From an optimization exercise on the open Yosys and OpenROAD flow, aimed at small area; shortcuts taken in it are not production practice.
In this exercise RTL edits were held to simulation tests only and were not proved equivalent to the original.
Power is estimated from default activity; no workload was simulated.

File: design.v
`default_nettype none
package fetch_pkg;
    localparam int unsigned LANE_W = $clog2(4);
    localparam int unsigned OFS_W  = LANE_W + 2;     
    typedef logic [32-1:0]   addr_t;
    typedef logic [4-1:0]    lane_mask_t;
    typedef logic [LANE_W-1:0]          lane_idx_t;
    typedef logic [4*32-1:0] block_t;
    typedef enum logic [1:0] {
        IDLE      = 2'b00,
        REQ       = 2'b01,   
        WAIT_DATA = 2'b10,
        WAIT_DROP = 2'b11    
    } fetch_state_e;
endpackage
`default_nettype wire
`default_nettype none
package bpred_pkg;
    localparam int unsigned BTB_IDX_W = $clog2(16);
    localparam int unsigned BTB_TAG_W = 32 - BTB_IDX_W - ($clog2(4) + 2);
    typedef enum logic [1:0] {
        STRONG_NT = 2'b00,
        WEAK_NT   = 2'b01,
        WEAK_T    = 2'b10,
        STRONG_T  = 2'b11
    } ctr_e;
    typedef struct packed {
        logic                   valid;
        logic [BTB_TAG_W-1:0]   tag;
        logic [$clog2(4)-1:0] lane;     
        logic [32-1:0] target;
    } btb_entry_t;
    function automatic logic [1:0] ctr_next(input logic [1:0] cur, input logic taken);
        logic [1:0] nxt;
        nxt = cur;
        case (cur)
            2'b00:   nxt = taken ? 2'b01 : 2'b00;    
            2'b01:   nxt = taken ? 2'b10 : 2'b00;    
            2'b10:   nxt = taken ? 2'b11 : 2'b01;    
            2'b11:   nxt = taken ? 2'b11 : 2'b10;    
            default: nxt = 2'b01;
        endcase
        ctr_next = nxt;
    endfunction
endpackage
`default_nettype wire
`timescale 1ns/1ps
`default_nettype none
module pc_register (
    input  wire                         clk_i,
    input  wire                         arst_n_i,
    input  wire                         req_accept_i,
    input  wire                         exc_valid_i,
    input  wire fetch_pkg::addr_t       exc_pc_i,
    input  wire                         br_mispredict_i,
    input  wire fetch_pkg::addr_t       br_target_i,
    input  wire                         btb_hit_i,
    input  wire fetch_pkg::lane_idx_t   btb_lane_i,
    input  wire fetch_pkg::addr_t       btb_target_i,
    input  wire                         pht_taken_i,     
    output fetch_pkg::addr_t            fetch_pc_o,
    output fetch_pkg::lane_idx_t        last_lane_o,     
    output logic                        pred_taken_o,
    output logic                        flush_o
);
    localparam int unsigned LANE_W = fetch_pkg::LANE_W;
    localparam int unsigned OFS_W  = fetch_pkg::OFS_W;
    fetch_pkg::addr_t       pc_q;
    fetch_pkg::addr_t       seq_pc;
    fetch_pkg::addr_t       pred_target;
    fetch_pkg::addr_t       redirect_pc;
    assign pred_taken_o = btb_hit_i && (btb_lane_i >= pc_q[2 +: LANE_W]) && pht_taken_i;
    assign last_lane_o  = pred_taken_o ? btb_lane_i : {LANE_W{1'b1}};
    assign seq_pc      = {pc_q[32-1:OFS_W] + 1'b1, {OFS_W{1'b0}}};
    assign pred_target = pred_taken_o ? btb_target_i : seq_pc;
    assign flush_o     = exc_valid_i | br_mispredict_i;
    assign redirect_pc = exc_valid_i ? exc_pc_i : br_target_i;   
    always_ff @(posedge clk_i or negedge arst_n_i) begin
        if (!arst_n_i) begin
            pc_q <= 32'h0000_1000;
        end else if (flush_o) begin
            pc_q <= redirect_pc;
        end else if (req_accept_i) begin
            pc_q <= pred_target;
        end
    end
    assign fetch_pc_o = pc_q;
endmodule
`default_nettype wire
`timescale 1ns/1ps
`default_nettype none
module branch_target_buffer (
    input  wire                         clk_i,
    input  wire                         arst_n_i,
    input  wire fetch_pkg::addr_t       fetch_pc_i,
    input  wire                         upd_valid_i,
    input  wire fetch_pkg::addr_t       upd_pc_i,
    input  wire                         upd_taken_i,
    input  wire fetch_pkg::addr_t       upd_target_i,
    output logic                        hit_o,
    output fetch_pkg::lane_idx_t        lane_o,
    output fetch_pkg::addr_t            target_o
);
    localparam int unsigned OFS_W = fetch_pkg::OFS_W;
    localparam int unsigned IDX_W = bpred_pkg::BTB_IDX_W;
    localparam int unsigned TAG_W = bpred_pkg::BTB_TAG_W;
    localparam int unsigned LANE_W = fetch_pkg::LANE_W;
    logic [16-1:0]                    valid_q;
    logic [16-1:0][TAG_W-1:0]         tag_q;
    logic [16-1:0][LANE_W-1:0]        lane_q;
    logic [16-1:0][32-1:0] target_q;
    logic [IDX_W-1:0]       rd_idx;
    logic [TAG_W-1:0]       rd_tag;
    logic [IDX_W-1:0]       upd_idx;
    logic [TAG_W-1:0]       upd_tag;
    fetch_pkg::lane_idx_t   upd_lane;
    logic                   upd_match;
    assign rd_idx   = fetch_pc_i[OFS_W +: IDX_W];
    assign rd_tag   = fetch_pc_i[32-1 -: TAG_W];
    logic                       rd_valid;
    logic [TAG_W-1:0]           rd_tag_q;
    always_comb begin
        rd_valid = 1'b0;
        rd_tag_q = '0;
        lane_o   = '0;
        target_o = '0;
        for (int i = 0; i < 16; i++) begin
            if (rd_idx == IDX_W'(i)) begin
                rd_valid = rd_valid | valid_q[i];
                rd_tag_q = rd_tag_q | tag_q[i];
                lane_o   = lane_o   | lane_q[i];
                target_o = target_o | target_q[i];
            end
        end
    end
    assign hit_o    = rd_valid && (rd_tag_q == rd_tag);
    assign upd_idx  = upd_pc_i[OFS_W +: IDX_W];
    assign upd_tag  = upd_pc_i[32-1 -: TAG_W];
    assign upd_lane = upd_pc_i[2 +: LANE_W];
    logic                       old_valid;
    logic [TAG_W-1:0]           old_tag;
    fetch_pkg::lane_idx_t       old_lane;
    always_comb begin
        old_valid = 1'b0;
        old_tag   = '0;
        old_lane  = '0;
        for (int i = 0; i < 16; i++) begin
            if (upd_idx == IDX_W'(i)) begin
                old_valid = old_valid | valid_q[i];
                old_tag   = old_tag   | tag_q[i];
                old_lane  = old_lane  | lane_q[i];
            end
        end
    end
    assign upd_match = old_valid && (old_tag == upd_tag) && (old_lane == upd_lane);
    for (genvar i = 0; i < 16; i++) begin : g_entry
        logic sel;
        assign sel = upd_valid_i && (upd_idx == IDX_W'(i));
        always_ff @(posedge clk_i or negedge arst_n_i) begin
            if (!arst_n_i) begin
                valid_q[i] <= 1'b0;
            end else if (sel) begin
                if (upd_taken_i) begin
                    valid_q[i] <= 1'b1;
                end else if (upd_match) begin
                    valid_q[i] <= 1'b0;          
                end
            end
        end
        always_ff @(posedge clk_i) begin
            if (sel && upd_taken_i) begin
                tag_q[i]    <= upd_tag;
                lane_q[i]   <= upd_lane;
                target_q[i] <= upd_target_i;
            end
        end
    end
endmodule
`default_nettype wire
`timescale 1ns/1ps
`default_nettype none
module pattern_history_table (
    input  wire                         clk_i,
    input  wire                         arst_n_i,
    input  wire fetch_pkg::addr_t       fetch_pc_i,
    input  wire fetch_pkg::lane_idx_t   lane_i,
    input  wire                         upd_valid_i,
    input  wire fetch_pkg::addr_t       upd_pc_i,
    input  wire                         upd_taken_i,
    output logic                        taken_o
);
    localparam int unsigned LANE_W = fetch_pkg::LANE_W;
    localparam int unsigned OFS_W  = fetch_pkg::OFS_W;
    localparam int unsigned IDX_W  = $clog2(64);
    logic [64-1:0]    dir_q;
    logic [64-1:0]    strong_q;
    logic [IDX_W-1:0]           rd_idx;
    logic [IDX_W-1:0]           upd_idx;
    assign rd_idx  = {fetch_pc_i[OFS_W +: IDX_W-LANE_W], lane_i};
    assign taken_o = dir_q[rd_idx];
    assign upd_idx = upd_pc_i[2 +: IDX_W];      
    for (genvar i = 0; i < 64; i++) begin : g_ctr
        logic sel;
        assign sel = upd_valid_i && (upd_idx == IDX_W'(i));
        always_ff @(posedge clk_i or negedge arst_n_i) begin
            if (!arst_n_i) begin
                dir_q[i]    <= 1'b0;
                strong_q[i] <= 1'b0;
            end else if (sel) begin
                strong_q[i] <= (dir_q[i] == upd_taken_i);
                if (!strong_q[i]) begin
                    dir_q[i] <= upd_taken_i;
                end
            end
        end
    end
endmodule
`default_nettype wire
`timescale 1ns/1ps
`default_nettype none
module fetch_ctrl (
    input  wire                         clk_i,
    input  wire                         arst_n_i,
    input  wire fetch_pkg::addr_t       fetch_pc_i,
    input  wire fetch_pkg::lane_idx_t   last_lane_i,
    input  wire                         pred_taken_i,
    input  wire                         flush_i,
    input  wire                         inst_index_ok_i,
    input  wire                         inst_data_ok_i,
    input  wire fetch_pkg::block_t      inst_rdata_i,
    input  wire                         iq_ready_i,
    output logic                        req_accept_o,
    output logic                        inst_req_o,
    output fetch_pkg::addr_t            inst_index_o,
    output logic                        iq_valid_o,
    output fetch_pkg::addr_t            iq_pc_o,
    output fetch_pkg::block_t           iq_inst_o,
    output fetch_pkg::lane_mask_t       iq_lane_en_o,
    output logic                        iq_pred_taken_o,
    output fetch_pkg::addr_t            iq_pred_target_o
);
    localparam int unsigned LANE_W = fetch_pkg::LANE_W;
    localparam int unsigned OFS_W  = fetch_pkg::OFS_W;
    fetch_pkg::fetch_state_e    state_q;
    fetch_pkg::fetch_state_e    state_d;
    logic                       buf_valid_q;
    logic                       data_fire;
    fetch_pkg::addr_t           blk_pc_q;
    fetch_pkg::lane_idx_t       blk_last_q;      
    logic                       blk_pred_taken_q;
    fetch_pkg::block_t          blk_inst_q;
    assign inst_req_o   = (state_q == fetch_pkg::REQ) && !flush_i;   
    assign inst_index_o = {fetch_pc_i[32-1:OFS_W], {OFS_W{1'b0}}};
    assign req_accept_o = inst_req_o && inst_index_ok_i;
    assign data_fire = (state_q == fetch_pkg::WAIT_DATA) && inst_data_ok_i && !flush_i;
    always_comb begin
        state_d = state_q;
        case (state_q)
            fetch_pkg::IDLE: begin
                if (!buf_valid_q || iq_ready_i) begin
                    state_d = fetch_pkg::REQ;
                end
            end
            fetch_pkg::REQ: begin
                if (req_accept_o) begin
                    state_d = fetch_pkg::WAIT_DATA;
                end
            end
            fetch_pkg::WAIT_DATA: begin
                if (inst_data_ok_i) begin
                    state_d = fetch_pkg::IDLE;
                end else if (flush_i) begin
                    state_d = fetch_pkg::WAIT_DROP;
                end
            end
            default: begin
                if (inst_data_ok_i) begin
                    state_d = fetch_pkg::IDLE;
                end
            end
        endcase
    end
    always_ff @(posedge clk_i or negedge arst_n_i) begin
        if (!arst_n_i) begin
            state_q     <= fetch_pkg::IDLE;
            buf_valid_q <= 1'b0;
        end else begin
            state_q     <= state_d;
            buf_valid_q <= !flush_i && (buf_valid_q ? !iq_ready_i : data_fire);
        end
    end
    always_ff @(posedge clk_i) begin
        if (state_q == fetch_pkg::REQ) begin
            blk_pc_q         <= fetch_pc_i;
            blk_last_q       <= last_lane_i;
            blk_pred_taken_q <= pred_taken_i;
        end
    end
    always_ff @(posedge clk_i) begin
        if (!buf_valid_q) begin
            blk_inst_q <= inst_rdata_i;
        end
    end
    for (genvar l = 0; l < 4; l++) begin : g_lane
        assign iq_lane_en_o[l] = (blk_pc_q[2 +: LANE_W] <= LANE_W'(l)) &&
                                 (blk_last_q >= LANE_W'(l));
    end
    assign iq_valid_o       = buf_valid_q;
    assign iq_pc_o          = blk_pc_q;
    assign iq_inst_o        = blk_inst_q;
    assign iq_pred_taken_o  = blk_pred_taken_q;
    assign iq_pred_target_o = fetch_pc_i;
endmodule
`default_nettype wire
`timescale 1ns/1ps
`default_nettype none
module fetch_stage (
    input  wire                         clk_i,
    input  wire                         arst_n_i,
    output logic                        inst_req_o,
    output fetch_pkg::addr_t            inst_index_o,
    input  wire                         inst_index_ok_i,
    input  wire                         inst_data_ok_i,
    input  wire fetch_pkg::block_t      inst_rdata_i,
    output logic                        iq_valid_o,
    input  wire                         iq_ready_i,
    output fetch_pkg::addr_t            iq_pc_o,
    output fetch_pkg::block_t           iq_inst_o,
    output fetch_pkg::lane_mask_t       iq_lane_en_o,
    output logic                        iq_pred_taken_o,
    output fetch_pkg::addr_t            iq_pred_target_o,
    input  wire                         br_update_valid_i,
    input  wire fetch_pkg::addr_t       br_pc_i,
    input  wire                         br_taken_i,
    input  wire fetch_pkg::addr_t       br_target_i,
    input  wire                         br_mispredict_i,
    input  wire                         exc_valid_i,
    input  wire fetch_pkg::addr_t       exc_pc_i
);
    fetch_pkg::addr_t       fetch_pc;
    fetch_pkg::lane_idx_t   last_lane;
    logic                   pred_taken;
    logic                   flush;
    logic                   req_accept;
    logic                   btb_hit;
    fetch_pkg::lane_idx_t   btb_lane;
    fetch_pkg::addr_t       btb_target;
    logic                   pht_taken;
    pc_register u_pc_register (
        .clk_i           (clk_i),
        .arst_n_i        (arst_n_i),
        .req_accept_i    (req_accept),
        .exc_valid_i     (exc_valid_i),
        .exc_pc_i        (exc_pc_i),
        .br_mispredict_i (br_mispredict_i),
        .br_target_i     (br_target_i),
        .btb_hit_i       (btb_hit),
        .btb_lane_i      (btb_lane),
        .btb_target_i    (btb_target),
        .pht_taken_i     (pht_taken),
        .fetch_pc_o      (fetch_pc),
        .last_lane_o     (last_lane),
        .pred_taken_o    (pred_taken),
        .flush_o         (flush)
    );
    branch_target_buffer u_branch_target_buffer (
        .clk_i        (clk_i),
        .arst_n_i     (arst_n_i),
        .fetch_pc_i   (fetch_pc),
        .upd_valid_i  (br_update_valid_i),
        .upd_pc_i     (br_pc_i),
        .upd_taken_i  (br_taken_i),
        .upd_target_i (br_target_i),
        .hit_o        (btb_hit),
        .lane_o       (btb_lane),
        .target_o     (btb_target)
    );
    pattern_history_table u_pattern_history_table (
        .clk_i       (clk_i),
        .arst_n_i    (arst_n_i),
        .fetch_pc_i  (fetch_pc),
        .lane_i      (btb_lane),
        .upd_valid_i (br_update_valid_i),
        .upd_pc_i    (br_pc_i),
        .upd_taken_i (br_taken_i),
        .taken_o     (pht_taken)
    );
    fetch_ctrl u_fetch_ctrl (
        .clk_i            (clk_i),
        .arst_n_i         (arst_n_i),
        .fetch_pc_i       (fetch_pc),
        .last_lane_i      (last_lane),
        .pred_taken_i     (pred_taken),
        .flush_i          (flush),
        .inst_index_ok_i  (inst_index_ok_i),
        .inst_data_ok_i   (inst_data_ok_i),
        .inst_rdata_i     (inst_rdata_i),
        .iq_ready_i       (iq_ready_i),
        .req_accept_o     (req_accept),
        .inst_req_o       (inst_req_o),
        .inst_index_o     (inst_index_o),
        .iq_valid_o       (iq_valid_o),
        .iq_pc_o          (iq_pc_o),
        .iq_inst_o        (iq_inst_o),
        .iq_lane_en_o     (iq_lane_en_o),
        .iq_pred_taken_o  (iq_pred_taken_o),
        .iq_pred_target_o (iq_pred_target_o)
    );
endmodule
`default_nettype wire
File: run.sh
#!/bin/bash
# synth_recipe.tcl (not shown) runs the flow's synth.tcl, then flattens the netlist and writes it again
# the make line also repeats each setting of config.mk as NAME=value (left out here)
make -C /OpenROAD-flow-scripts/flow DESIGN_CONFIG=/design/flow/config.mk WORK_HOME=/design/flow/orfs CLKGATE_MAP_FILE= SYNTH_SCRIPT=/design/flow/synth_recipe.tcl finish
File: config.mk
export PLATFORM = sky130hd
export DESIGN_NAME = fetch_stage
export DESIGN_NICKNAME = fetch_stage
export VERILOG_FILES = /design/flow/design.v
export SDC_FILE = /design/flow/constraint.sdc
export NUM_CORES = 4
export LEC_CHECK = 0
export CAP_MARGIN = 20
export CORE_MARGIN = 2
export CORE_UTILIZATION = 40
export CTS_BUF_LIST = sky130_fd_sc_hd__clkbuf_8
export SLEW_MARGIN = 20
File: constraint.sdc
create_clock -name core_clock -period 6.0 [get_ports {clk_i}]
set_input_delay 1.2000 -clock core_clock [delete_from_list [all_inputs] [get_ports {clk_i}]]
set_output_delay 1.2000 -clock core_clock [all_outputs]
set_load 0.01 [all_outputs]
==> qor.csv, run 1 <==
metric;value;unit
Die ar.;133400;um2
post-synthesis cell type count;80;
Worst Path Buf+Inv;3;
Mapped Cells;3416;
initial DRC count;5952;
post-synth top area share;0.6278;
Crit path depth;18;
Slew Limit Fails;0;
post-route cell area;63660;um2
final-report hold violation count;0;
first-pass GRT wire length;265500;um
Synth Register Bits;1270;
Setup Skew;0.06849;ns
NumNets Final;4226;
Main synth FF type;edfxtp_1;
synthesized cell area;52180;um2
HP Class;input port to async pin;
ys async rst share;0.1409;
worst slew pin tran;1.111;ns
Num CTS Buffers;205;
postcts setup bufs;0;
Max-Slew Margin vs Limit;0.2572;
CTS tree;yes;
CP Capture Type;flip-flop;
grt ovf;0;
Worst EP required;6.90;ns
Worst path slowest cell;or4b_1;
Initial Util;0.4030;
DRC violations left;0;
Worst Path Max Fanout;46;
Critical Path Start;u_pc_register.pc_q[5];
Tmin final;5.392;ns
Total Routing Usage GR;0.2811;
cts repair resizes;0;
via density per instance;6.334;
total clock sinks;1270;
CP peak stage delay;0.54;ns
CP Launch Type;flip-flop;
width of the die;365.2;um
pin count of the biggest net entering global routing;114;
Final Cycle Share;0.8987;
hpwl dp;117600;um
Skew-Pair Late Insertion Delay;0.97;ns
outcome;no timing/DRC/antenna violations;
final wirelength;192000;um
Arrival @ worst endpoint;6.29;ns
Die Height;365.2;um
placed cell area;59720;um2
CTS H-tree lvls;4;
Reg-to-Reg Start;u_pc_register.pc_q[5];
Post-synth EDFFs;1091;
RD Place Congestion;0.9761;
CTS max path bufs;3;
top cells by count, synth;edfxtp_1, a221oi_1, a22oi_1;
row count;132;
Leak Pwr;0.02153;uW
final worst slack;0.6078;ns
root buf cell;clkbuf_8;
CP most frequent cell;a211o_1;
FF-to-FF setup slack;0.61;ns
dpl ws;0.5867;ns
Ys Warns;4;
layout cell share with drive strength beyond 1;0.1516;
TritonRoute pass-1 iters;13;
Synth area leaders;edfxtp_1, dfrtp_1, a221oi_1;
# port buffers;457;
top-count cell post-synth;edfxtp_1;
vias in the first global route;35560;
Max-Cap Viols;0;
number of fill cells;11070;
setup_tns;0;ns
R2R cell count;18;
initial antenna violation count;20;
CP Cell Sequence;buf_4 > ha_2 > and2_1 > a222oi_1 > a22o_1 > nand2_1 > inv_2 > ha_1 > nand2b_1 > a21oi_1 > a211o_1 > or4b_1 > a2111oi_2 > o2111ai_2 > nor3b_4 > buf_12 > nor4b_1 > a211o_1;
Min Hold Slack;0.4011;ns
Synth area leader;edfxtp_1;
DRT antenna net count;0;
sequential-to-total area share from yosys stat;0.7137;
routed vias;37420;
Worst Path Class, Setup;flip-flop to flip-flop;
VDD IR-drop max;0.0002467;V
Max Freq;0.1855;GHz
I/O pins;464;
RSZ-0062 raised after global routing;false;
Power Density;332.4;nW/um2
Placeable Area;129500;um2
final setup vio count;0;
area grow syn2layout;22.00;%
CP delay by family, top;simple AND/OR/NAND/NOR gates;
clock slew at reported path FFs;0.07;ns
reg2reg end;u_pc_register.pc_q[24];
wire per inst;32.50;um
Mean Syn Cell Area;15.28;um2
hold buffers post-CTS;0;
CP endpoint;u_pc_register.pc_q[24];
per-layer routing:
metal  up-vias  track usage  part of all wire
li1      15190            -                 -
met1     18640       0.3753              0.38
met2      2997       0.4194              0.44
met3       574      0.08581              0.13
met4        20       0.1324             0.047
met5         -            0           0.00071
sequential cells by signal (all words and copies together) (netlist names):
name and cells:
u_branch_target_buffer.lane_q 32, u_fetch_ctrl.blk_last_q 2, u_fetch_ctrl.blk_pred_taken_q 1, u_branch_target_buffer.valid_q 16, u_fetch_ctrl.blk_pc_q 32, u_pattern_history_table.dir_q 64, u_fetch_ctrl.state_q 2, u_fetch_ctrl.buf_valid_q 1
u_pattern_history_table.strong_q 64, u_pc_register.pc_q 32, u_fetch_ctrl.blk_inst_q 128, u_branch_target_buffer.tag_q 384, u_branch_target_buffer.target_q 512
cells by family (layout without fill, tap and decap cells):
group,after synthesis,after routing,share of synthesized area
AO/OA/AOI/OAI,997,997,0.1482
XOR/XNOR,133,133,0.02232
adder cells (fa/ha/maj),10,10,0.002398
buffers and inverters,299,1037,0.02609
flip-flops,1270,1270,0.7137
multiplexers,147,147,0.03316
other,1,12,0.00007186
AND/OR/NAND/NOR,559,559,0.05414
report_power, final:
part | internal (uW) | switching [uW]
clock | 3630 | 3550
sequential | 10100 | 362
combinational | 1380 | 2180
total | 15100 | 6100
metrics by stage:
step / power (uW) / util / std cells
floorplan: 12230 / - / 3419
global placement: 14020 / 0.4612 / 5518
detailed placement: 14050 / 0.4612 / 5518
CTS: 21180 / 0.4915 / 5899
global route: 21860 / 0.4916 / 5905
finish: 21160 / 0.4917 / 5907
final cells by class:
cell class	count	area (um2)	share of cell area
sequential	1270	37250	0.5851
tap	1742	2180	0.03424
clock inverter	153	789.5	0.01240
antenna	8	20.02	0.0003144
clock buffer	228	3138	0.04929
multi-input combinational	1850	13900	0.2183
timing repair buffer	636	6315	0.09919
inverter	20	77.57	0.001218
layout by cell type, fill, tap and decap left out, drive strengths merged, types with 9 or more instances in the layout:
master / netlist / routed
clkbuf: 178 / 229
nand2b: 12 / 12
a211oi: 17 / 17
a221o: 9 / 9
a222oi: 49 / 49
nand2: 103 / 103
clkinv: 3 / 80
nor2: 117 / 117
nor2b: 13 / 13
nand3: 85 / 85
and2: 9 / 9
dfrtp: 178 / 178
o31ai: 67 / 67
a32oi: 17 / 17
o2111ai: 10 / 10
or3: 9 / 9
and3: 16 / 16
o21ai: 130 / 130
a22o: 163 / 163
a221oi: 202 / 202
inv: 17 / 85
edfxtp: 1091 / 1091
a22oi: 186 / 186
o22ai: 28 / 28
mux4: 13 / 13
nor3: 91 / 91
mux2i: 57 / 57
a21oi: 54 / 54
mux2: 77 / 77
a31oi: 9 / 9
ha: 10 / 10
clkdlybuf4s50: 0 / 454
xor2: 99 / 99
nand4: 66 / 66
nor4: 12 / 12
buf: 101 / 181
xnor2: 34 / 34
how the worst min path moves through the flow:
stage / startpoint / end / slack, ns / cells after the start
detailed placement: u_pc_register.pc_q[0] / u_fetch_ctrl.blk_pc_q[0] / 0.48 / 0
floorplan: u_pattern_history_table.strong_q[0] / u_pattern_history_table.strong_q[0] / 0.48 / 2
finish: arst_n_i / u_pattern_history_table.dir_q[5] / 0.40 / 1
global placement: u_pc_register.pc_q[0] / u_fetch_ctrl.blk_pc_q[0] / 0.49 / 0
CTS: arst_n_i / u_pattern_history_table.dir_q[5] / 0.38 / 1
global route: arst_n_i / u_pattern_history_table.dir_q[5] / 0.45 / 1
==> run 2, diff against run 1 <==
--- a/config.mk
+++ b/config.mk
@@ -10,3 +10,3 @@
 export CORE_UTILIZATION = 40
-export CTS_BUF_LIST = sky130_fd_sc_hd__clkbuf_8
+export CTS_BUF_LIST = sky130_fd_sc_hd__clkbuf_4
 export SLEW_MARGIN = 20
==> qor.csv, run 2 <==
metric;value;unit
outcome;no timing/DRC/antenna violations;
initial DRC count;6054;
post-synth top area share;0.6278;
biggest regs;u_branch_target_buffer.target_q: 512 flops, u_branch_target_buffer.tag_q: 384 flops, u_fetch_ctrl.blk_inst_q: 128 flops;
vias in the first global route;36870;
# port buffers;457;
HP Class;input port to async pin;
Die Height;365.2;um
CTS H-tree lvls;5;
CTS max path bufs;4;
Die ar.;133400;um2
top-count cell post-synth;edfxtp_1;
dpl ws;0.5867;ns
reg2reg end;u_pc_register.pc_q[24];
Sw Ratio;0.2878;
Leak Pwr;0.02173;uW
Max Freq;0.1836;GHz
wire per inst;31.70;um
final-report hold violation count;0;
layout cell share with drive strength beyond 1;0.2002;
Tmin final;5.446;ns
Layout Cells excl Fill;6104;
Skew-Pair Late Insertion Delay;1.33;ns
Worst EP required;7.22;ns
sw power;6138;uW
final wirelength;193500;um
Mean Syn Cell Area;15.28;um2
ys async rst share;0.1409;
Num CTS Buffers;344;
Worst Path Class, Setup;flip-flop to flip-flop;
max FFs per register;512;
root buf cell;clkbuf_4;
top cells by count, synth;edfxtp_1, a221oi_1, a22oi_1;
Setup Skew;0.1687;ns
Slew Limit Fails;0;
width of the die;365.2;um
FF-to-FF setup slack;0.55;ns
NumNets Final;4365;
CTS tree;yes;
final core occ;0.4926;
most common cell after layout, fill and taps aside;edfxtp_1;
pin count of the biggest net entering global routing;114;
Max-Slew Margin vs Limit;0.2455;
DRT antenna net count;0;
Clk pwr share;0.345;
grt ovf;0;
sequential power share;0.488;
Mapped Cells;3416;
DRC violations left;0;
Arrival @ worst endpoint;6.67;ns
Synth area leaders;edfxtp_1, dfrtp_1, a221oi_1;
CP Capture Type;flip-flop;
most flop-heavy register;u_branch_target_buffer.target_q;
synthesized cell area;52180;um2
row count;132;
sequential-to-total area share from yosys stat;0.7137;
R2R cell count;18;
initial antenna violation count;23;
Post-Place Cells;5518;
setup_tns;0;ns
RSZ-0062 raised after global routing;false;
Total Routing Usage GR;0.2839;
clock slew at reported path FFs;0.07;ns
CP endpoint;u_pc_register.pc_q[24];
hold buffers post-CTS;0;
VDD IR-drop max;0.0002236;V
via density per instance;6.295;
hpwl dp;117600;um
cts repair resizes;0;
total clock sinks;1270;
RD Place Congestion;0.9761;
internal power;15190;uW
Synth Register Bits;1270;
Synth area leader;edfxtp_1;
Reg-to-Reg Start;u_pc_register.pc_q[5];
Placeable Area;129500;um2
final setup vio count;0;
Main synth FF type;edfxtp_1;
routed vias;38420;
number of fill cells;11210;
TritonRoute pass-1 iters;9;
worst slew pin tran;1.129;ns
Power Density;334.3;nW/um2
post-synthesis cell type count;80;
postcts setup bufs;0;
Initial Util;0.4030;
Max-Cap Viols;0;
CP Launch Type;flip-flop;
Combinational Power Share;0.167;
Critical Path Start;u_pc_register.pc_q[5];
Final Cycle Share;0.9077;
commonest cells after routing, fill and taps aside;edfxtp_1, clkbuf_4, clkdlybuf4s50_1;
Post-synth EDFFs;1091;
final worst slack;0.5537;ns
Worst Path Max Fanout;46;
Ys Warns;4;
area grow syn2layout;22.23;%
I/O pins;464;
first-pass GRT wire length;268600;um
-- run 2: power by group through the flow --
| stage | Sequential [uW] | Clock [uW] | Combinational [uW] |
|---|---|---|---|
| final | 10400 | 7360 | 3560 |
| after global routing | 10400 | 7980 | 3720 |
| after CTS | 10400 | 7510 | 3480 |
| after detailed placement | 10600 | 0 | 3470 |
| after global placement | 10600 | 0 | 3450 |
| after floorplan | 10500 | 0 | 1710 |
-- run 2: per-layer routing --
metal  share of wire  routed length, um  GRT usage  vias to the layer above
met2            0.44              84590     0.4220                     3223
met5         0.00057                110          0                        -
li1                -                  -          -                    15640
met3            0.14              27120    0.09210                      580
met4           0.048               9304     0.1406                       18
met1            0.37              72390     0.3742                    18970
-- run 2: final cells by class --
| class | instances | area, um2 | share of cell area |
|---|---|---|---|
| tap | 1742 | 2180 | 0.03417 |
| sequential | 1270 | 37250 | 0.5840 |
| inverter | 20 | 77.57 | 0.001216 |
| antenna | 16 | 40.04 | 0.0006277 |
| clock inverter | 82 | 364.1 | 0.005708 |
| clock buffer | 488 | 3664 | 0.05744 |
| timing repair buffer | 636 | 6315 | 0.09900 |
| multi-input combinational | 1850 | 13900 | 0.2179 |
-- run 2: worst min-delay path by stage --
| stage | to | startpoint |
|---|---|---|
| 2_1_floorplan | u_pattern_history_table.strong_q[0] | u_pattern_history_table.strong_q[0] |
| 4_1_cts | u_pattern_history_table.strong_q[28] | arst_n_i |
| 3_5_place_dp | u_fetch_ctrl.blk_pc_q[0] | u_pc_register.pc_q[0] |
| 6_report | u_pattern_history_table.strong_q[39] | arst_n_i |
| 5_1_grt | u_pattern_history_table.strong_q[39] | arst_n_i |
| 3_3_place_gp | u_fetch_ctrl.blk_pc_q[0] | u_pc_register.pc_q[0] |
-- run 2: worst max-delay path: stages, from the launching register on --
cell and delay [ns]:
dfrtp_1 0.34, buf_4 0.37, ha_2 0.38, and2_1 0.53, a222oi_1 0.19, a22o_1 0.29
nand2_1 0.12, inv_2 0.15, ha_1 0.30, nand2b_1 0.09, a21oi_1 0.11, a211o_1 0.30
or4b_1 0.55, a2111oi_2 0.31, o2111ai_2 0.28, nor3b_4 0.29, buf_12 0.29, nor4b_1 0.31
a211o_1 0.15
-- run 2: stage by stage --
stage | hold slack [ns] | area (um2) | power, uW
after floorplan | 0.4789 | 52200 | 12230
after global placement | 0.4901 | 59710 | 14020
after detailed placement | 0.4845 | 59720 | 14050
after CTS | 0.002674 | 63740 | 21390
after global routing | 0.08740 | 63770 | 22140
final | 0.07003 | 63780 | 21320
-- run 2: logic make-up after synthesis --
logic type                 after synthesis  synth area share
AOI/OAI and AO/OA                      997            0.1482
xor gates and xnor gates               133           0.02232
adders and majority gates               10          0.002398
buffers and inverters                  299           0.02609
DFF                                   1270            0.7137
muxes                                  147           0.03316
other                                    1        0.00007186
and+or+nand+nor                        559           0.05414
==> run 3, diff against run 2 <==
--- a/config.mk
+++ b/config.mk
@@ -10,3 +10,2 @@
 export CORE_UTILIZATION = 40
-export CTS_BUF_LIST = sky130_fd_sc_hd__clkbuf_4
 export SLEW_MARGIN = 20
==> qor.csv, run 3 <==
metric;value;unit
outcome;no timing/DRC/antenna violations;
hpwl dp;117600;um
Arrival @ worst endpoint;6.13;ns
hold buffers post-CTS;0;
top-count cell post-synth;edfxtp_1;
top cells by count, synth;edfxtp_1, a221oi_1, a22oi_1;
VDD IR-drop max;0.0002973;V
CP Launch Type;flip-flop;
CTS max path bufs;3;
I/O pins;464;
cts repair resizes;0;
final-report hold violation count;0;
Sw Ratio;0.2696;
Slew Limit Fails;0;
number of fill cells;10900;
wire per inst;33.19;um
Num CTS Buffers;139;
RD Place Congestion;0.9761;
routed vias;37270;
vias in the first global route;35120;
Main synth FF type;edfxtp_1;
ys async rst share;0.1409;
area of the multi-input gates;13900;um2
grt ovf;0;
max layer used;met5;
width of the die;365.2;um
Max-Cap Viols;0;
Ys Warns;4;
post-synthesis cell type count;80;
R2R cell count;18;
most common cell after layout, fill and taps aside;edfxtp_1;
clock slew at reported path FFs;0.06;ns
Mean Syn Cell Area;15.28;um2
Combinational Power Share;0.156;
layout cell share with drive strength beyond 1;0.1401;
DRC violations left;0;
CTS H-tree lvls;4;
CP endpoint;u_pc_register.pc_q[24];
via density per instance;6.444;
initial antenna violation count;20;
final setup vio count;0;
TritonRoute pass-1 iters;11;
Post-Place Cells;5518;
sequential-to-total area share from yosys stat;0.7137;
Worst Path Max Fanout;46;
Reg-to-Reg Start;u_pc_register.pc_q[5];
most flop-heavy register;u_branch_target_buffer.target_q;
Final Cycle Share;0.9011;
Setup Skew;0.03195;ns
sequential power share;0.454;
# port buffers;457;
Critical Path Start;u_pc_register.pc_q[5];
Min Hold Slack;0.4938;ns
Max-Slew Margin vs Limit;0.2233;
CTS tree;yes;
Layout Cells excl Fill;5783;
synthesized cell area;52180;um2
Skew-Pair Late Insertion Delay;0.79;ns
setup_tns;0;ns
WL met2;84530;um
FF+latch area;37250;um2
area grow syn2layout;23.61;%
pin count of the biggest net entering global routing;114;
CP Capture Type;flip-flop;
first-pass GRT wire length;265200;um
FF-to-FF setup slack;0.59;ns
met3 wire len;25600;um
Mapped Cells;3416;
internal power;16740;uW
max FFs per register;512;
Power Density;355.4;nW/um2
Initial Util;0.4030;
root buf cell;clkbuf_16;
Clk pwr share;0.390;
HP Class;flip-flop to flip-flop;
commonest cells after routing, fill and taps aside;edfxtp_1, clkdlybuf4s50_1, a221oi_1;
Post-synth EDFFs;1091;
Tmin final;5.406;ns
post-synth top area share;0.6278;
Synth Register Bits;1270;
WL met1;72310;um
Synth area leader;edfxtp_1;
DRT antenna net count;0;
Die Height;365.2;um
Placeable Area;129500;um2
sw power;6181;uW
RSZ-0062 raised after global routing;false;
total clock sinks;1270;
initial DRC count;6190;
Leak Pwr;0.02160;uW
biggest regs;u_branch_target_buffer.target_q: 512 flops, u_branch_target_buffer.tag_q: 384 flops, u_fetch_ctrl.blk_inst_q: 128 flops;
Total Routing Usage GR;0.2813;
Synth area leaders;edfxtp_1, dfrtp_1, a221oi_1;
Worst Path Class, Setup;flip-flop to flip-flop;
Die ar.;133400;um2
Worst EP required;6.73;ns
reg2reg end;u_pc_register.pc_q[24];
worst slew pin tran;1.162;ns
NumNets Final;4160;
Max Freq;0.1850;GHz
postcts setup bufs;0;
row count;132;
final wirelength;191900;um
run 3: changes by cell type in the layout (fill, tap and decap cells not counted), moves of 9 or more:
cell / change
clkbuf_4: -488
clkbuf_16: +143
clkbuf_1: +35
clkinv_1: -42
diode_2: -9
bufinv_16: +19
run 3: worst min path at each step:
stage / end / start / cells past startpoint / slack (ns)
floorplan: u_pattern_history_table.strong_q[0] / u_pattern_history_table.strong_q[0] / 2 / 0.48
global placement: u_fetch_ctrl.blk_pc_q[0] / u_pc_register.pc_q[0] / 0 / 0.49
detailed placement: u_fetch_ctrl.blk_pc_q[0] / u_pc_register.pc_q[0] / 0 / 0.48
CTS: u_fetch_ctrl.blk_pc_q[0] / u_pc_register.pc_q[0] / 0 / 0.50
global route: u_fetch_ctrl.blk_pc_q[1] / u_pc_register.pc_q[1] / 0 / 0.53
finish: u_fetch_ctrl.blk_pc_q[0] / u_pc_register.pc_q[0] / 0 / 0.49
run 3: cell families after synthesis:
logic type	count (synthesis)	synth area share
and+or+nand+nor	559	0.05414
muxes	147	0.03316
adders and majority gates	10	0.002398
DFF	1270	0.7137
xor gates and xnor gates	133	0.02232
AOI/OAI and AO/OA	997	0.1482
other	1	0.00007186
buffers and inverters	299	0.02609
run 3: per-layer routing:
| metal | track usage | vias to the layer above |
|---|---|---|
| met5 | 0 | - |
| met4 | 0.1320 | 20 |
| met3 | 0.07581 | 590 |
| met2 | 0.4210 | 3054 |
| met1 | 0.3814 | 18580 |
| li1 | - | 15030 |
run 3: stage by stage:
| step | setup slack (ns) | utilization | area (um2) | power (uW) |
|---|---|---|---|---|
| 3_3_place_gp | 0.6140 | 0.4612 | 59710 | 14020 |
| 4_1_cts | 0.6719 | 0.4980 | 64490 | 22940 |
| 6_report | 0.5935 | 0.4982 | 64510 | 22920 |
| 2_1_floorplan | 0.6426 | - | 52200 | 12230 |
| 3_5_place_dp | 0.5867 | 0.4612 | 59720 | 14050 |
| 5_1_grt | 0.4268 | 0.4982 | 64500 | 23580 |
run 3: cell type report:
cell class | instances | area share
Clock buffer | 180 | 0.05794
Antenna cell | 7 | 0.0002716
Tap cell | 1742 | 0.03379
Sequential cell | 1270 | 0.5775
Timing Repair Buffer | 636 | 0.09790
Multi-Input combinational cell | 1850 | 0.2154
Inverter | 20 | 0.001203
Clock inverter | 78 | 0.01602
run 3: power groups by stage:
stage | clock [uW] | sequential [uW] | combinational [uW]
floorplan | 0 | 10500 | 1710
global route | 9400 | 10400 | 3720
CTS | 9050 | 10400 | 3480
detailed placement | 0 | 10600 | 3470
global placement | 0 | 10600 | 3450
finish | 8940 | 10400 | 3560
run 3: critical path, cell delays in order, from the launching register on:
cell and delay, ns:
dfrtp_1 0.34, buf_4 0.36, ha_2 0.37, and2_1 0.52, a222oi_1 0.18, a22o_1 0.29, nand2_1 0.13, inv_2 0.15
ha_1 0.30, nand2b_1 0.09, a21oi_1 0.11, a211o_1 0.29, or4b_1 0.54, a2111oi_2 0.29, o2111ai_2 0.28, nor3b_4 0.29
buf_12 0.29, nor4b_1 0.31, a211o_1 0.15
==> run 4, diff against run 3 <==
--- a/config.mk
+++ b/config.mk
@@ -10,2 +10,5 @@
 export CORE_UTILIZATION = 40
+export CTS_BUF_LIST = sky130_fd_sc_hd__clkbuf_16
+export CTS_CLUSTER_DIAMETER = 80
+export CTS_CLUSTER_SIZE = 30
 export SLEW_MARGIN = 20
==> qor.csv, run 4 <==
metric;value;unit
Synth area leader;edfxtp_1;
worst slew pin tran;1.148;ns
Arrival @ worst endpoint;6.09;ns
DRC violations left;0;
root buf cell;clkbuf_16;
layout cell share with drive strength beyond 1;0.1204;
cts repair resizes;0;
Clk pwr share;0.287;
Max-Cap Viols;0;
final setup vio count;0;
post-synthesis cell type count;80;
Worst EP required;6.64;ns
Synth Register Bits;1270;
width of the die;365.2;um
hpwl dp;117600;um
Synth Area in Adders;0.002398;
sequential-to-total area share from yosys stat;0.7137;
commonest cells after routing, fill and taps aside;edfxtp_1, clkdlybuf4s50_1, a221oi_1;
Synth area leaders;edfxtp_1, dfrtp_1, a221oi_1;
post-synth top area share;0.6278;
global routing usage on met3;0.07278;
first-pass GRT wire length;261700;um
most common cell after layout, fill and taps aside;edfxtp_1;
grt ovf;0;
Sw Ratio;0.2922;
ys async rst share;0.1409;
final-report hold violation count;0;
internal power;13850;uW
Die Height;365.2;um
Max-Slew Margin vs Limit;0.2326;
NumNets Final;4088;
Skew-Pair Late Insertion Delay;0.72;ns
TritonRoute pass-1 iters;10;
via density per instance;6.445;
post-route cell area;62110;um2
postcts setup bufs;0;
clock slew at reported path FFs;0.11;ns
Combinational Power Share;0.182;
setup_tns;0;ns
CTS tree;yes;
max FFs per register;512;
Power Density;315.0;nW/um2
Placeable Area;129500;um2
post-synthesis compound-gate area fraction;0.1482;
sw power;5717;uW
VDD IR-drop max;0.0002296;V
number of fill cells;11110;
M1 GR Usage;0.3767;
Main synth FF type;edfxtp_1;
I/O pins;464;
row count;132;
CP Launch Type;flip-flop;
outcome;no timing/DRC/antenna violations;
met2 Use GR;0.4205;
CTS max path bufs;3;
HP Class;flip-flop to flip-flop;
wire per inst;33.57;um
initial DRC count;6051;
Post-synth EDFFs;1091;
vias in the first global route;34350;
# port buffers;457;
RSZ-0062 raised after global routing;false;
Ys Warns;4;
largest family of logic cells by synthesized area;compound AO/OA/AOI/OAI gates;
Mapped Cells;3416;
sequential power share;0.531;
area share of and/or/nand/nor cells after synthesis;0.05414;
Initial Util;0.4030;
Tmin final;5.451;ns
area grow syn2layout;19.03;%
Num CTS Buffers;67;
Final Cycle Share;0.9084;
top cells by count, synth;edfxtp_1, a221oi_1, a22oi_1;
Die ar.;133400;um2
biggest regs;u_branch_target_buffer.target_q: 512 flops, u_branch_target_buffer.tag_q: 384 flops, u_fetch_ctrl.blk_inst_q: 128 flops;
CTS H-tree lvls;3;
Total Routing Usage GR;0.2765;
Slew Limit Fails;0;
Max Freq;0.1835;GHz
Mean Syn Cell Area;15.28;um2
hold buffers post-CTS;0;
final wirelength;189600;um
DRT antenna net count;0;
routed vias;36400;
initial antenna violation count;17;
Setup Skew;0.05734;ns
Worst Path Class, Setup;flip-flop to flip-flop;
grt peak-use layer;met2;
RD Place Congestion;0.9761;
post-synthesis mux area share;0.03316;
total clock sinks;1270;
CP Capture Type;flip-flop;
Worst Path Max Fanout;46;
Leak Pwr;0.02046;uW
synthesized cell area;52180;um2
top-count cell post-synth;edfxtp_1;
Synth Area in XOR/XNOR;0.02232;
placed cell area;59720;um2
most flop-heavy register;u_branch_target_buffer.target_q;
pin count of the biggest net entering global routing;114;
[run 4: changes by cell type in the layout (fill, tap and decap cells not counted), sizes merged]
cell / previous run / this run
inv: 25 / 45
clkinvlp: 5 / 2
clkbuf: 181 / 70
bufinv: 20 / 4
diode: 7 / 9
clkinv: 48 / 20
[run 4: final timing paths]
kind | from | end | slack [ns] | cells after the start
max | u_pc_register.pc_q[5] | u_pc_register.pc_q[24] | 0.55 | 18
min | u_pc_register.pc_q[0] | u_fetch_ctrl.blk_pc_q[0] | 0.51 | 0
max reg2reg | u_pc_register.pc_q[5] | u_pc_register.pc_q[24] | 0.55 | 18
min reg2reg | u_pc_register.pc_q[0] | u_fetch_ctrl.blk_pc_q[0] | 0.51 | 0
max in group asynchronous | arst_n_i | u_pc_register.pc_q[6] | 4.32 | 2
min in group asynchronous | arst_n_i | u_pattern_history_table.dir_q[5] | 0.67 | 1
[run 4: through the flow]
step	std cells	total power [uW]	util	setup slack, ns	hold WS (ns)
2_1_floorplan	3419	12230	-	0.6426	0.4789
3_3_place_gp	5518	14020	0.4612	0.6140	0.4901
3_5_place_dp	5518	14050	0.4612	0.5867	0.4845
4_1_cts	5638	19560	0.4795	0.6711	0.5119
5_1_grt	5644	20140	0.4796	0.4034	0.5472
6_report	5647	19570	0.4797	0.5495	0.5096
[run 4: layout make-up]
type / instances / area [um2] / share of cell area
Clock buffer: 69 / 1727 / 0.02780
Clock inverter: 51 / 646.9 / 0.01041
Inverter: 20 / 77.57 / 0.001249
Sequential cell: 1270 / 37250 / 0.5997
Antenna cell: 9 / 22.52 / 0.0003626
Tap cell: 1742 / 2180 / 0.03509
Multi-Input combinational cell: 1850 / 13900 / 0.2237
Timing Repair Buffer: 636 / 6315 / 0.1017
[run 4: layer usage]
metal / vias up / wire, um
met5: - / 81
li1: 14800 / -
met3: 488 / 24260
met1: 18330 / 72480
met2: 2760 / 84450
met4: 12 / 8302
[run 4: worst max-delay path, stage by stage (launching register included)]
cell	delay (ns)
dfrtp_1	0.36
buf_4	0.36
ha_2	0.38
and2_1	0.53
a222oi_1	0.19
a22o_1	0.29
nand2_1	0.12
inv_2	0.15
ha_1	0.30
nand2b_1	0.09
a21oi_1	0.11
a211o_1	0.29
or4b_1	0.54
a2111oi_2	0.30
o2111ai_2	0.27
nor3b_4	0.29
buf_12	0.29
nor4b_1	0.31
a211o_1	0.15
[run 4: power groups by stage]
stage               registers, uW  clock network [uW]  logic (uW)
floorplan                   10500                   0        1710
global placement            10600                   0        3450
detailed placement          10600                   0        3470
CTS                         10400                5690        3480
global route                10400                5990        3720
finish                      10400                5610        3550
[run 4: cell families (layout without fill, tap and decap cells)]
family	after synthesis	after routing
flops	1270	1270
mux	147	147
simple gates	559	559
xor+xnor	133	133
buf+inv	299	776
compound gates	997	997
other cells	1	13
fa+ha+maj	10	10
==> run 5, diff against run 4 <==
--- a/config.mk
+++ b/config.mk
@@ -10,5 +10,5 @@
 export CORE_UTILIZATION = 40
-export CTS_BUF_LIST = sky130_fd_sc_hd__clkbuf_16
-export CTS_CLUSTER_DIAMETER = 80
-export CTS_CLUSTER_SIZE = 30
+export CTS_BUF_LIST = sky130_fd_sc_hd__clkbuf_8
+export CTS_CLUSTER_DIAMETER = 60
+export CTS_CLUSTER_SIZE = 16
 export SLEW_MARGIN = 20
==> qor.csv, run 5 <==
metric;value;unit
HP Class;input port to async pin;
Tmin final;5.412;ns
post-synth top area share;0.6278;
Max-Slew Margin vs Limit;0.2297;
Synth area leader;edfxtp_1;
RD Place Congestion;0.9761;
most flop-heavy register;u_branch_target_buffer.target_q;
Setup Skew;0.08163;ns
Synth area leaders;edfxtp_1, dfrtp_1, a221oi_1;
Power Density;315.4;nW/um2
final-report hold violation count;0;
Ys Warns;4;
layout cell share with drive strength beyond 1;0.1354;
dpl ws;0.5867;ns
width of the die;365.2;um
CP Launch Type;flip-flop;
Final Cycle Share;0.9019;
synthesized cell area;52180;um2
vias in the first global route;34720;
hold buffers post-CTS;0;
Die ar.;133400;um2
root buf cell;clkbuf_8;
most common cell after layout, fill and taps aside;edfxtp_1;
Slew Limit Fails;0;
ys async rst share;0.1409;
Arrival @ worst endpoint;6.25;ns
cts repair resizes;0;
total clock sinks;1270;
Leak Pwr;0.02067;uW
Post-synth EDFFs;1091;
Die Height;365.2;um
initial antenna violation count;20;
Num CTS Buffers;115;
DRC violations left;0;
Initial Util;0.4030;
commonest cells after routing, fill and taps aside;edfxtp_1, clkdlybuf4s50_1, a221oi_1;
first-pass GRT wire length;263100;um
setup_tns;0;ns
hpwl dp;117600;um
final setup vio count;0;
row count;132;
Main synth FF type;edfxtp_1;
CP Capture Type;flip-flop;
# port buffers;457;
Worst Path Class, Setup;flip-flop to flip-flop;
biggest regs;u_branch_target_buffer.target_q: 512 flops, u_branch_target_buffer.tag_q: 384 flops, u_fetch_ctrl.blk_inst_q: 128 flops;
initial DRC count;5888;
outcome;no timing/DRC/antenna violations;
routed vias;36800;
Placeable Area;129500;um2
max FFs per register;512;
VDD IR-drop max;0.0001758;V
Total Routing Usage GR;0.2781;
RSZ-0062 raised after global routing;false;
wire per inst;33.22;um
post-route cell area;62310;um2
Max Freq;0.1848;GHz
final worst slack;0.5884;ns
area grow syn2layout;19.40;%
worst slew pin tran;1.153;ns
I/O pins;464;
clock slew at reported path FFs;0.11;ns
CTS max path bufs;3;
Mean Syn Cell Area;15.28;um2
Worst EP required;6.84;ns
pin count of the biggest net entering global routing;114;
Worst Path Max Fanout;46;
Skew-Pair Late Insertion Delay;0.91;ns
post-synthesis cell type count;80;
top cells by count, synth;edfxtp_1, a221oi_1, a22oi_1;
top-count cell post-synth;edfxtp_1;
CTS H-tree lvls;3;
DRT antenna net count;0;
placed cell area;59720;um2
Max-Cap Viols;0;
Mapped Cells;3416;
CTS tree;yes;
grt ovf;0;
NumNets Final;4136;
sequential-to-total area share from yosys stat;0.7137;
R2R cell count;12;
final wirelength;190600;um
via density per instance;6.413;
Synth Register Bits;1270;
TritonRoute pass-1 iters;10;
postcts setup bufs;0;
run 5: logic make-up after synthesis:
group | count (synthesis) | share of synthesized area
and+or+nand+nor | 559 | 0.05414
AOI/OAI and AO/OA | 997 | 0.1482
adders and majority gates | 10 | 0.002398
DFF | 1270 | 0.7137
other | 1 | 0.00007186
xor gates and xnor gates | 133 | 0.02232
buffers and inverters | 299 | 0.02609
muxes | 147 | 0.03316
run 5: worst paths after layout:
| path | to | slack (ns) | startpoint |
|---|---|---|---|
| worst max-delay path | u_pc_register.pc_q[24] | 0.59 | u_pc_register.pc_q[7] |
| worst min-delay path | u_pattern_history_table.dir_q[5] | 0.49 | arst_n_i |
| worst max register to register | u_pc_register.pc_q[24] | 0.59 | u_pc_register.pc_q[7] |
| worst min register to register | u_fetch_ctrl.blk_pc_q[1] | 0.50 | u_pc_register.pc_q[1] |
| max in group asynchronous | u_pc_register.pc_q[6] | 4.52 | arst_n_i |
| min in group core_clock | u_fetch_ctrl.blk_pc_q[1] | 0.50 | u_pc_register.pc_q[1] |
run 5: where the power goes:
group,switching (uW),internal (uW),total [uW]
Clock,3260,2440,5690
Combinational,2180,1380,3560
Sequential,363,10000,10400
run 5: worst max-delay path, stage by stage (launching register included):
cell	delay, ns
dfrtp_4	0.85
buf_4	0.49
and2_1	0.68
a31oi_1	0.19
o22ai_1	0.54
xor2_1	0.37
or4b_1	0.49
a2111oi_2	0.30
o2111ai_2	0.28
nor3b_4	0.29
buf_12	0.29
nor4b_1	0.30
a211o_1	0.15
run 5: metrics by stage:
step	utilization	total power (uW)	hold WS, ns	cells
floorplan	-	12230	0.4789	3419
global placement	0.4612	14020	0.4901	5518
detailed placement	0.4612	14050	0.4845	5518
CTS	0.4811	19660	0.4730	5731
global route	0.4812	20260	0.5109	5737
finish	0.4812	19650	0.4904	5738
run 5: routing by layer:
layer	global-route usage	routed length, um
met3	0.07117	24600
met1	0.3790	72910
met4	0.1226	8794
met5	0	150
met2	0.4205	84160
run 5: cell type report:
type	count	area [um2]
Tap cell	1742	2180
Antenna cell	7	17.52
Multi-Input combinational cell	1850	13900
Fill cell	11160	67180
Clock buffer	122	1679
Sequential cell	1270	37250
Inverter	20	77.57
Timing Repair Buffer	636	6315
Clock inverter	91	892.1
==> run 6, diff against run 5 <==
==> flow/run.sh (new file) <==
#!/bin/bash
# The standard layout, with the smallest buffer on the ports and a clock
# tree without dummy loads. Full make output goes to flow_make.log here; each
# ORFS step also keeps its own log under orfs/logs/.
set -euo pipefail
bash standard.sh \
    "BUFFER_PORTS_ARGS=-buffer_cell sky130_fd_sc_hd__buf_1" \
    "CTS_ARGS=-sink_clustering_enable -repair_clock_nets -dont_use_dummy_load -buf_list sky130_fd_sc_hd__clkbuf_4" \
    finish > flow_make.log 2>&1
==> standard.sh (new file) <==
#!/bin/bash
# synth_recipe.tcl (not shown) runs the flow's synth.tcl, then flattens the netlist and writes it again
# the make line also repeats each setting of config.mk as NAME=value (left out here)
make -C /OpenROAD-flow-scripts/flow DESIGN_CONFIG=/design/flow/config.mk WORK_HOME=/design/flow/orfs CLKGATE_MAP_FILE= SYNTH_SCRIPT=/design/flow/synth_recipe.tcl "${@:-finish}"
--- a/config.mk
+++ b/config.mk
@@ -10,5 +10,2 @@
 export CORE_UTILIZATION = 40
-export CTS_BUF_LIST = sky130_fd_sc_hd__clkbuf_8
-export CTS_CLUSTER_DIAMETER = 60
-export CTS_CLUSTER_SIZE = 16
 export SLEW_MARGIN = 20
removed: run.sh
==> qor.csv, run 6 <==
metric;value;unit
Worst Hold Path EP;u_fetch_ctrl.blk_inst_q[116];
via density per instance;6.405;
Arrival @ worst endpoint;6.58;ns
worst slew pin tran;1.186;ns
Slew Limit Fails;0;
CTS max path bufs;4;
final setup vio count;0;
Die ar.;133400;um2
Final Cycle Share;0.8982;
Num CTS Buffers;347;
total clock sinks;1270;
wire per inst;31.95;um
internal power;13740;uW
Total Routing Usage GR;0.2783;
Max Freq;0.1856;GHz
initial DRC count;5969;
sequential power share;0.535;
clock slew at reported path FFs;0.06;ns
Layout Cells excl Fill;5951;
ys async rst share;0.1409;
Reg-to-Reg Start;u_pc_register.pc_q[4];
FF-to-FF setup slack;0.61;ns
R2R cell count;18;
hold path depth;1;
Synth Register Bits;1270;
CP Capture Type;flip-flop;
Clk pwr share;0.298;
RD Place Congestion;0.9229;
most common cell after layout, fill and taps aside;edfxtp_1;
routed vias;38110;
Synth area leader;edfxtp_1;
top cells by count, synth;edfxtp_1, a221oi_1, a22oi_1;
Skew-Pair Late Insertion Delay;1.29;ns
CP Launch Type;flip-flop;
outcome;no timing/DRC/antenna violations;
root buf cell;clkbuf_4;
layout cell share with drive strength beyond 1;0.1647;
hpwl dp;111800;um
Ys Warns;4;
setup_tns;0;ns
Max-Cap Viols;0;
grt ovf;0;
biggest regs;u_branch_target_buffer.target_q: 512 flops, u_branch_target_buffer.tag_q: 384 flops, u_fetch_ctrl.blk_inst_q: 128 flops;
sw power;5714;uW
commonest cells after routing, fill and taps aside;edfxtp_1, buf_1, clkbuf_4;
Mapped Cells;3416;
Setup Skew;0.1260;ns
Die Height;365.2;um
sequential-to-total area share from yosys stat;0.7137;
# port buffers;457;
first-pass GRT wire length;263700;um
NumNets Final;4435;
RSZ-0062 raised after global routing;false;
DRT antenna net count;0;
DRC violations left;0;
Sw Ratio;0.2937;
Tmin final;5.389;ns
row count;132;
Mean Syn Cell Area;15.28;um2
most flop-heavy register;u_branch_target_buffer.target_q;
max FFs per register;512;
Max-Slew Margin vs Limit;0.2076;
HP Class;input port to flip-flop;
PnR Total Power;19460;uW
Post-Place Cells;5505;
area grow syn2layout;15.22;%
Worst Path Max Fanout;46;
initial antenna violation count;25;
Worst EP required;7.19;ns
placed cell area;56670;um2
min-delay src;inst_rdata_i[116];
Placeable Area;129500;um2
Power Density;323.6;nW/um2
cts repair resizes;0;
Synth area leaders;edfxtp_1, dfrtp_1, a221oi_1;
post-synthesis cell type count;80;
Post-synth EDFFs;1091;
reg2reg end;u_pc_register.pc_q[25];
Main synth FF type;edfxtp_1;
Initial Util;0.4030;
I/O pins;464;
Leak Pwr;0.01989;uW
hold buffers post-CTS;80;
vias in the first global route;36870;
top-count cell post-synth;edfxtp_1;
VDD IR-drop max;0.0002231;V
pin count of the biggest net entering global routing;91;
Combinational Power Share;0.167;
Min Hold Slack;0.1623;ns
synthesized cell area;52180;um2
post-synth top area share;0.6278;
number of fill cells;11440;
post-route cell area;60130;um2
CTS tree;yes;
Worst Path Class, Setup;flip-flop to flip-flop;
final wirelength;190100;um
TritonRoute pass-1 iters;8;
CTS H-tree lvls;5;
width of the die;365.2;um
postcts setup bufs;0;
final-report hold violation count;0;
run 6: cell counts after synthesis:
Identical to the previous run, type by type.
run 6: how the worst max path moves through the flow:
stage | from | end | slack (ns) | depth (start not counted)
after floorplan | br_pc_i[7] | u_branch_target_buffer.lane_q[22] | 0.64 | 6
after global placement | u_pc_register.pc_q[4] | u_pc_register.pc_q[25] | 0.82 | 18
after detailed placement | u_pc_register.pc_q[5] | u_pc_register.pc_q[24] | 0.78 | 17
after CTS | u_pc_register.pc_q[5] | u_pc_register.pc_q[24] | 0.78 | 17
after global routing | u_pc_register.pc_q[4] | u_pc_register.pc_q[25] | 0.35 | 18
final | u_pc_register.pc_q[4] | u_pc_register.pc_q[25] | 0.61 | 18
run 6: critical path: stages (launching register included):
cell and delay [ns]:
dfrtp_1 0.35, buf_4 0.31, ha_2 0.32, and2_1 0.65, a222oi_1 0.22, a22o_1 0.29
nand2_1 0.14, inv_2 0.15, ha_1 0.30, nand2b_1 0.10, a21oi_1 0.10, a211o_1 0.28
or4b_1 0.55, a2111oi_2 0.27, o2111ai_2 0.26, nor3b_4 0.28, buf_12 0.29, nor4b_1 0.30
a211o_1 0.15
run 6: metrics by stage:
| step | utilization | setup WS [ns] |
|---|---|---|
| 2_1_floorplan | - | 0.6426 |
| 3_3_place_gp | 0.4377 | 0.8222 |
| 3_5_place_dp | 0.4377 | 0.7769 |
| 4_1_cts | 0.4640 | 0.7773 |
| 5_1_grt | 0.4643 | 0.3533 |
| 6_report | 0.4644 | 0.6110 |
run 6: power by group through the flow:
stage | Clock [uW] | Sequential [uW] | Combinational [uW]
5_1_grt | 6350 | 10500 | 3400
3_3_place_gp | 0 | 10600 | 3090
3_5_place_dp | 0 | 10600 | 3110
4_1_cts | 5950 | 10400 | 3160
2_1_floorplan | 0 | 10500 | 1710
6_report | 5790 | 10400 | 3250
run 6: final cells by class:
cell class / instances / area [um2] / area share
Antenna cell: 19 / 47.55 / 0.0007908
Clock buffer: 347 / 2605 / 0.04333
Inverter: 20 / 77.57 / 0.001290
Multi-Input combinational cell: 1850 / 13900 / 0.2311
Sequential cell: 1270 / 37250 / 0.6195
Tap cell: 1742 / 2180 / 0.03625
Timing Repair Buffer: 703 / 4071 / 0.06771
run 6: layer usage:
metal  part of all wire  wire, um  track usage  vias to the layer above
li1                   -         -            -                    15550
met1               0.37     70750       0.3641                    18900
met2               0.44     84130       0.4170                     3133
met3               0.14     26800      0.09239                      514
met4              0.044      8335       0.1335                       16
met5            0.00072       136            0                        -
run 6: kinds of logic (layout without fill, tap and decap cells):
family / Yosys count / in the layout / share of synthesized area
AO/OA/AOI/OAI: 997 / 997 / 0.1482
other: 1 / 23 / 0.00007186
AND/OR/NAND/NOR: 559 / 559 / 0.05414
XOR/XNOR: 133 / 133 / 0.02232
buffers and inverters: 299 / 1070 / 0.02609
multiplexers: 147 / 147 / 0.03316
adder cells (fa/ha/maj): 10 / 10 / 0.002398
flip-flops: 1270 / 1270 / 0.7137
==> run 7, diff against run 6 <==
==> flow/run.sh (replaced) <==
#!/bin/bash
# The standard layout (standard.sh), with:
#  - an area-oriented ABC script in synthesis (flow/synth.tcl, flow/area.abc)
#  - the smallest buffer on every port
#  - a clock tree without dummy loads
# The make output goes to flow_make.log here; each ORFS step also keeps its
# own log under orfs/logs/.
set -euo pipefail
export AREA_ABC_SCRIPT="$PWD/flow/area.abc"
bash standard.sh \
    "SYNTH_SCRIPT=$PWD/flow/synth.tcl" \
    "BUFFER_PORTS_ARGS=-buffer_cell sky130_fd_sc_hd__buf_1" \
    "CTS_ARGS=-sink_clustering_enable -repair_clock_nets -dont_use_dummy_load -buf_list sky130_fd_sc_hd__clkbuf_4" \
    finish > flow_make.log 2>&1
==> flow/area.abc (new file) <==
&get -n
&st
&dch -f
&nf -a -R 1000
&put
==> flow/synth.tcl (new file) <==
# The standard synthesis script (synth_recipe.tcl), with ABC's mapping
# script swapped for an area-oriented one. Registers are mapped before ABC
# runs, so they are the standard synthesis's.
proc synth {args} { yosys synth -nofsm -noshare {*}$args }
proc abc {args} {
  set i [lsearch -exact $args -script]
  if {$i >= 0} { lset args [expr {$i + 1}] $::env(AREA_ABC_SCRIPT) }
  yosys abc {*}$args
}
source $::env(SCRIPTS_DIR)/synth.tcl
# left out here: clear keep_hierarchy, flatten, clean up, hide names made inside functions, write 1_2_yosys.v
==> qor.csv, run 7 <==
metric;value;unit
Max-Slew Margin vs Limit;0.2911;
Synth Register Bits;1270;
VDD IR-drop max;0.0002162;V
DRC violations left;0;
DRT antenna net count;0;
max FFs per register;512;
layout cell share with drive strength beyond 1;0.1484;
worst slew pin tran;1.063;ns
# port buffers;457;
setup_tns;0;ns
NumNets Final;4282;
hold path depth;1;
Worst Hold Path EP;u_fetch_ctrl.blk_inst_q[26];
CTS tree;yes;
Leak Pwr;0.02004;uW
width of the die;358.0;um
Synth area leaders;edfxtp_1, dfrtp_1, a221o_1;
Worst Path Class, Setup;flip-flop to flip-flop;
Skew-Pair Late Insertion Delay;1.34;ns
Placeable Area;124000;um2
CP Capture Type;flip-flop;
Worst EP required;7.11;ns
Total Routing Usage GR;0.2606;
pin count of the biggest net entering global routing;167;
HP Class;input port to flip-flop;
routed vias;35650;
via density per instance;6.265;
Mapped Cells;3081;
post-synthesis cell type count;47;
Ys Warns;4;
final core occ;0.4694;
initial antenna violation count;14;
initial DRC count;5048;
outcome;no timing/DRC/antenna violations;
CTS H-tree lvls;5;
Final Cycle Share;0.9545;
area grow syn2layout;16.09;%
final-report hold violation count;0;
commonest cells after routing, fill and taps aside;edfxtp_1, buf_1, clkbuf_4;
final wirelength;171400;um
FF-to-FF setup slack;0.27;ns
vias in the first global route;34750;
I/O pins;464;
synthesized cell area;50120;um2
total clock sinks;1270;
reg2reg end;u_pc_register.pc_q[9];
CP Launch Type;flip-flop;
Arrival @ worst endpoint;6.83;ns
Power Density;331.8;nW/um2
sequential-to-total area share from yosys stat;0.7430;
Main synth FF type;edfxtp_1;
Setup Skew;0.1487;ns
Die ar.;128200;um2
min-delay src;inst_rdata_i[26];
TritonRoute pass-1 iters;8;
CTS max path bufs;4;
Num CTS Buffers;351;
top cells by count, synth;edfxtp_1, nand2_1, dfrtp_1;
final setup vio count;0;
clock slew at reported path FFs;0.06;ns
R2R cell count;20;
Reg-to-Reg Start;u_pc_register.pc_q[4];
Min Hold Slack;0.1344;ns
most common cell after layout, fill and taps aside;edfxtp_1;
wire per inst;30.13;um
Worst Path Max Fanout;18;
biggest regs;u_branch_target_buffer.target_q: 512 flops, u_branch_target_buffer.tag_q: 384 flops, u_fetch_ctrl.blk_inst_q: 128 flops;
Slew Limit Fails;0;
Synth area leader;edfxtp_1;
Max-Cap Viols;0;
row count;129;
postcts setup bufs;0;
ys async rst share;0.1409;
RD Place Congestion;0.8719;
hpwl dp;103400;um
Critical Path Start;u_pc_register.pc_q[4];
top-count cell post-synth;edfxtp_1;
Post-synth EDFFs;1091;
RSZ-0062 raised after global routing;false;
Mean Syn Cell Area;16.27;um2
most flop-heavy register;u_branch_target_buffer.target_q;
grt ovf;0;
Initial Util;0.4043;
Die Height;358.0;um
Tmin final;5.727;ns
Max Freq;0.1746;GHz
root buf cell;clkbuf_4;
first-pass GRT wire length;239500;um
post-synth top area share;0.6536;
## run 7: cell count changes after synthesis, moves of 53 or more
| cell | delta |
|---|---|
| clkbuf_1 | -178 |
| mux2_1 | +92 |
| a22o_1 | -94 |
| a222oi_1 | +97 |
| a221oi_1 | -149 |
| nand2_1 | +122 |
| a21oi_1 | +53 |
| a221o_1 | +156 |
| mux2_2 | -77 |
## run 7: worst max path at each step
stage                                        end  slack, ns  depth (start not counted)
6_report                   u_pc_register.pc_q[9]       0.27                         20
3_3_place_gp   u_branch_target_buffer.valid_q[9]       0.18                         21
5_1_grt                   u_pc_register.pc_q[17]       0.03                         20
2_1_floorplan             u_pc_register.pc_q[11]      0.003                         15
4_1_cts                    u_pc_register.pc_q[9]       0.25                         20
3_5_place_dp   u_branch_target_buffer.valid_q[1]       0.10                         21
## run 7: through the flow
| step | area [um2] | power [uW] | setup slack [ns] | cells |
|---|---|---|---|---|
| 2_1_floorplan | 50140 | 12130 | 0.003411 | 3084 |
| 3_3_place_gp | 55420 | 13580 | 0.1760 | 5319 |
| 3_5_place_dp | 55460 | 13620 | 0.1009 | 5321 |
| 4_1_cts | 58110 | 19380 | 0.2544 | 5673 |
| 5_1_grt | 58180 | 20080 | 0.03459 | 5687 |
| 6_report | 58190 | 19310 | 0.2733 | 5690 |
## run 7: logic make-up after synthesis
logic type,Yosys count,share of synthesized area
AOI/OAI and AO/OA,864,0.1373
xor gates and xnor gates,127,0.02219
adders and majority gates,10,0.002496
buffers and inverters,51,0.006216
DFF,1270,0.7430
muxes,134,0.03105
other,1,0.00007482
and+or+nand+nor,624,0.05759
## run 7: layout make-up
type / count / area [um2]
diodes: 16 / 40.04
fillers: 10910 / 65770
repair buffers: 634 / 3289
inverters: 19 / 73.82
well taps: 1637 / 2048
multi-input cells: 1763 / 12850
clock buffers: 351 / 2635
flip-flops and latches: 1270 / 37240
## run 7: metal layers
layer / up-vias / wire, um / global-route usage
met5: - / 75 / 0
met1: 17930 / 66310 / 0.3430
li1: 14870 / - / -
met3: 408 / 19300 / 0.06631
met2: 2434 / 79540 / 0.4081
met4: 10 / 6209 / 0.1165
## run 7: timing repair
item,CTS,global route
resized for setup,0,4
hold endpoints to repair,13,0
hold buffers,1,0
setup endpoints to repair,0,19
## run 7: worst max-delay path, cell delays in order, from the launching register on
cell	delay [ns]
dfrtp_2	0.45
clkinv_1	0.17
ha_1	0.28
and2_4	0.21
buf_4	0.22
a222oi_1	0.35
nand2_1	0.10
a221o_1	0.27
a221oi_1	0.25
nand3_1	0.20
xor2_1	0.24
or4_1	0.63
a2111oi_2	0.36
buf_4	0.19
or4b_2	0.64
buf_12	0.22
buf_4	0.19
o31ai_1	0.27
a21oi_1	0.10
a21oi_1	0.12
o21ai_0	0.08
## run 7: power by group
group	total (uW)	switching (uW)	internal, uW	leakage [uW]
logic	3130	2050	1080	0.00608
clock network	5790	3150	2650	0.00161
registers	10400	335	10100	0.0123
total	19300	5530	13800	0.0200

==> port drivers added, routing unchanged <==
The results above use ideal ports. As a check the final layouts listed here were re-extracted and re-timed, cells and wires unchanged.
Step 1 assumes that a clkbuf_16 drives the clock port and a buf_2 every other input.
Step 2 also shifts input and output timing later by t, the mid clock arrival at the registers, as if the neighbouring blocks saw the same clock.
Three values: no drivers, after step 1, after step 2; two values: the first two.
| run | t (ns) | setup WS [ns] | clock arrival spread, ns | slew at the worst register clock pin (ns) | worst slew at a driven data input, ns |
|---|---|---|---|---|---|
| run 1 | 1.002 | 0.608 / 0.608 / 0.333 | 0.072 / 0.073 | 0.07 / 0.07 | 0.19 |
| run 2 | 1.331 | 0.554 / 0.554 / 0.284 | 0.175 / 0.176 | 0.08 / 0.08 | 0.17 |
| run 3 | 0.857 | 0.594 / 0.594 / 0.343 | 0.035 / 0.035 | 0.06 / 0.06 | 0.17 |
| run 4 | 0.762 | 0.549 / 0.549 / 0.424 | 0.075 / 0.076 | 0.12 / 0.12 | 0.18 |
| run 5 | 0.939 | 0.588 / 0.588 / 0.272 | 0.084 / 0.083 | 0.11 / 0.11 | 0.18 |
| run 6 | 1.301 | 0.611 / 0.611 / 0.611 | 0.158 / 0.158 | 0.07 / 0.07 | 0.19 |
| run 7 | 1.322 | 0.273 / 0.273 / -0.047 | 0.173 / 0.172 | 0.07 / 0.07 | 0.19 |
With both steps, setup timing fails in run 7, where it was met with ideal ports. The setup slack of run 7, which loses most, moves by 0.000 ns with the drivers and by -0.320 ns with both steps.
